Context: an optimization exercise on an open-source flow, tuned for small area and few clock cycles per item. The choices shown serve that exercise and are no tape-out recipe. Function was checked by simulation only, so behaviour that the tests miss may differ from the original.

## mant_mult_foil_pipe
module mant_mult_foil_pipe
#(
  parameter int EW = 8,
  parameter int MW = 23,
  parameter int K  = 9
) (
  input  logic               clk,
  input  logic               rst,
  input  logic               in_valid,
  output logic               in_ready,
  input  logic [EW+MW-1:0]   a_operand,
  input  logic [EW+MW-1:0]   b_operand,
  input  logic               approx_en,
  output logic               out_valid,
  input  logic               out_ready,
  output logic               normalised,
  output logic [MW-1:0]      product_mantissa,
  output logic               round_carry
);
  localparam int PW = 2 * MW + 2;
  logic [MW-1:0] ma, mb;
  logic          ha, hb;
  assign ma = a_operand[MW-1:0];
  assign mb = b_operand[MW-1:0];
  assign ha = |a_operand[EW+MW-1:MW];
  assign hb = |b_operand[EW+MW-1:MW];
  logic [PW-1:0] p, p_n, sum_n, car_n;
  logic          norm, lsb, guard, sticky;
  mm_prod u_prod (.approx(approx_en), .ma(ma), .mb(mb), .ha(ha), .hb(hb), .sum_n(sum_n), .car_n(car_n));
  mm_add #(.W(PW)) u_add (.a(sum_n), .b(car_n), .cin(1'b1), .s(p_n));
  always_comb begin
    p      = ~p_n;
    norm   = p[PW-1];
    lsb    = norm ? p[MW+1] : p[MW];
    guard  = norm ? p[MW]   : p[MW-1];
    sticky = norm ? |p[MW-1:0] : |p[MW-2:0];
  end
  logic          r_norm, r_up;
  logic [MW-1:0] r_mant;
  logic advance;
  assign advance  = !out_valid | out_ready;
  assign in_ready = advance;
  always_ff @(posedge clk or posedge rst) begin
    if (rst) out_valid <= 1'b0;
    else if (advance) out_valid <= in_valid;
  end
  always_ff @(posedge clk) begin
    if (advance) begin
      r_norm <= norm;
      r_mant <= norm ? p[PW-2:MW+1] : p[PW-3:MW];
      r_up   <= mant_mult_pkg::rne_up(lsb, guard, sticky);
    end
  end
  assign normalised = r_norm;
  logic [MW:0] inc_c;
  assign inc_c[0] = r_up;
  for (genvar i = 0; i < MW; i++) begin : g_inc
  ...
==> flow/config.mk <==
export PLATFORM = sky130hd
export DESIGN_NAME = mant_mult_foil_pipe
export DESIGN_NICKNAME = mant_mult_foil_pipe
export VERILOG_FILES = /design/flow/design.v
export SDC_FILE = /design/flow/constraint.sdc
export NUM_CORES = 4
export LEC_CHECK = 0
export CAP_MARGIN = 20
export CORE_MARGIN = 2
export CORE_UTILIZATION = 60
export CTS_BUF_LIST = sky130_fd_sc_hd__clkbuf_8
export SLEW_MARGIN = 20
export SYNTH_HIERARCHICAL = 1
export SYNTH_MINIMUM_KEEP_SIZE = 0
==> flow/constraint.sdc <==
create_clock -name core_clock -period 12.0 [get_ports {clk}]
set_input_delay 2.4000 -clock core_clock [delete_from_list [all_inputs] [get_ports {clk}]]
set_output_delay 2.4000 -clock core_clock [all_outputs]
set_load 0.01 [all_outputs]
standard.sh (not shown) runs the stock make flow with config.mk's settings and CLKGATE_MAP_FILE= SYNTH_SCRIPT=/design/flow/synth_recipe.tcl, a recipe that flattens the netlist after the stock synthesis.
==> flow/flow/run.sh <==
#!/bin/bash
# Standard layout, with the port buffers inserted as the smallest buffer
# (the resizer still upsizes or buffers them where timing or slew needs it), and
# timing-driven global placement not keeping the buffers its early, coarse
# repair_design passes insert (repair_design after placement adds what is needed).
export BUFFER_PORTS_ARGS="-buffer_cell sky130_fd_sc_hd__buf_1"
export GPL_KEEP_OVERFLOW=0
bash standard.sh > standard.log 2>&1
Testbench counts at the start, summed over its fixed seeds: cycles 16,008, items 16,000.
==> next run, changes <==
==> flow/flow/run.sh (replaced) <==
#!/bin/bash
# Standard layout, with the port buffers inserted as the smallest buffer
# (the resizer still upsizes or buffers them where timing or slew needs it).
export BUFFER_PORTS_ARGS="-buffer_cell sky130_fd_sc_hd__buf_1"
bash standard.sh > standard.log 2>&1
Settings changed: CTS_BUF_LIST sky130_fd_sc_hd__clkbuf_8 to default.
=> The changed run finished clean; wire length went up slightly; final area went down slightly; worst setup slack is better by 0.32 ns; register-to-register slack is better by 0.02 ns; global-route usage went up by 0.75 points.
==> next run, changes <==
Settings changed: CTS_BUF_LIST from default to sky130_fd_sc_hd__clkbuf_8, PLACE_DENSITY from default to 0.85.
Design area shrinks by 0.52%.
Non-clock buffer count grows by 1.
Via count grows by 5.4%.
==> next run, changes <==
Settings changed: PLACE_DENSITY 0.85 to default.
Outcome: Non-clock buffer count falls by 1; synthesized area stays the same; die area stays the same; design area is higher slightly; worst hold slack gains 0.14 ns; core utilization climbs by 0.20 points.
==> next run, changes <==
Settings changed: PLACE_DENSITY from default to 0.95.
What happened:
- The new run completed with no timing, DRC or antenna violations
- via count grows by 5.4%
- final area hardly moves
==> next run, changes <==
Settings changed: PLACE_DENSITY 0.95 to 0.45.
Flip-flop and latch count stays the same.
First-iteration DRC count goes down by roughly a tenth.
Clock skew goes down by 0.0074 ns.
Via count goes down by a few percent.

========
## job 1797
mant_mult_foil_pipe again, from the RTL that the note above started with.
export LEC_CHECK = 0
export CAP_MARGIN = 20
export CORE_MARGIN = 2
export CORE_UTILIZATION = 40
export GPL_TIMING_DRIVEN = 0
export SLEW_MARGIN = 20
export SYNTH_HIERARCHICAL = 1
export SYNTH_MINIMUM_KEEP_SIZE = 0
create_clock -name core_clock -period 12.0 [get_ports {clk}]
==> flow/flow/run.sh <==
#!/bin/bash
# Standard layout, with the port buffers inserted as the smallest buffer
# (the resizer still upsizes or buffers them where timing or slew needs it),
# and the synthesis buffers removed at floorplan instead of at global placement.
export BUFFER_PORTS_ARGS="-buffer_cell sky130_fd_sc_hd__buf_1"
export REMOVE_ABC_BUFFERS=1
bash standard.sh > standard.log 2>&1
Testbench counts of job 1797, summed over its fixed seeds: cycles 16,008, items 16,000.
Relative to job 1797, the following input files were edited for job 5201:
- GPL_TIMING_DRIVEN: 0 -> unset
==> flow/flow/run.sh <==
#!/bin/bash
# Standard layout, with the port buffers inserted as the smallest buffer
# (the resizer still upsizes or buffers them where timing or slew needs it).
export BUFFER_PORTS_ARGS="-buffer_cell sky130_fd_sc_hd__buf_1"
bash standard.sh > standard.log 2>&1
[summary]
Looking at share of the core filled with cells across job 5201 and job 1797, the one that comes out higher is job 1797.
Diff job 1797 -> job 5201 | first-iteration DRC count | up by a few percent
From job 1797 to job 5201 the numbers moved as follows: global-route usage higher; flop-to-flop setup slack lower; share of cells above drive strength 1 lower; number of antenna violations at the first check in global routing lower; met1 wire length higher.
When job 5201 is set beside job 1797, its minimum clock period after layout turns out to be 0.34 ns smaller.
Tightest slew margin relative to the limit in job 5201 is 3.9 points above job 1797.

## afterwards: timing with drivers on the ports
The flow's constraints put no driver on any port. The routed layouts listed below were extracted and timed again, unchanged, in two steps. Step 1, drivers: a clkbuf_16 drives clk and a buf_2 each remaining input, both assumed. Step 2, shift: input delay + t, output delay - t, t = (earliest + latest rising clock arrival at the registers) / 2. This alone moves slack from input paths to output paths. a / b / c = ideal ports / drivers / drivers and shift; a / b = the first two.
run | shift t [ns] | setup slack, ns | hold slack, ns | worst setup path at the end | worst slew at a driven data input, ns
the first run of note 1 | 0.288 | 0.464 / 0.471 / 0.183 | 0.963 / 0.963 / 0.963 | input to register | 0.04
the second run of note 1 | 0.280 | 0.779 / 0.788 / 0.507 | 0.940 / 0.940 / 0.940 | input to register | 0.04
the third run of note 1 | 0.321 | 0.274 / 0.287 / -0.034 | 0.814 / 0.814 / 0.814 | input to register | 0.04
the fourth run of note 1 | 0.285 | 0.806 / 0.809 / 0.524 | 0.954 / 0.954 / 0.954 | input to register | 0.04
the fifth run of note 1 | 0.309 | 0.424 / 0.431 / 0.121 | 0.798 / 0.798 / 0.798 | input to register | 0.05
the sixth run of note 1 | 0.285 | 0.806 / 0.809 / 0.524 | 0.954 / 0.954 / 0.954 | input to register | 0.04
job 1797 | 0.335 | 0.280 / 0.290 / -0.044 | 0.687 / 0.687 / 0.687 | input to register | 0.09
job 5201 | 0.305 | 0.622 / 0.635 / 0.330 | 0.805 / 0.805 / 0.805 | input to register | 0.04
With both steps, setup timing fails in the third run of note 1 and job 1797, where it was met with ideal ports. The setup slack of job 1797, which loses most, moves by +0.010 ns with the drivers and by -0.324 ns with both steps.
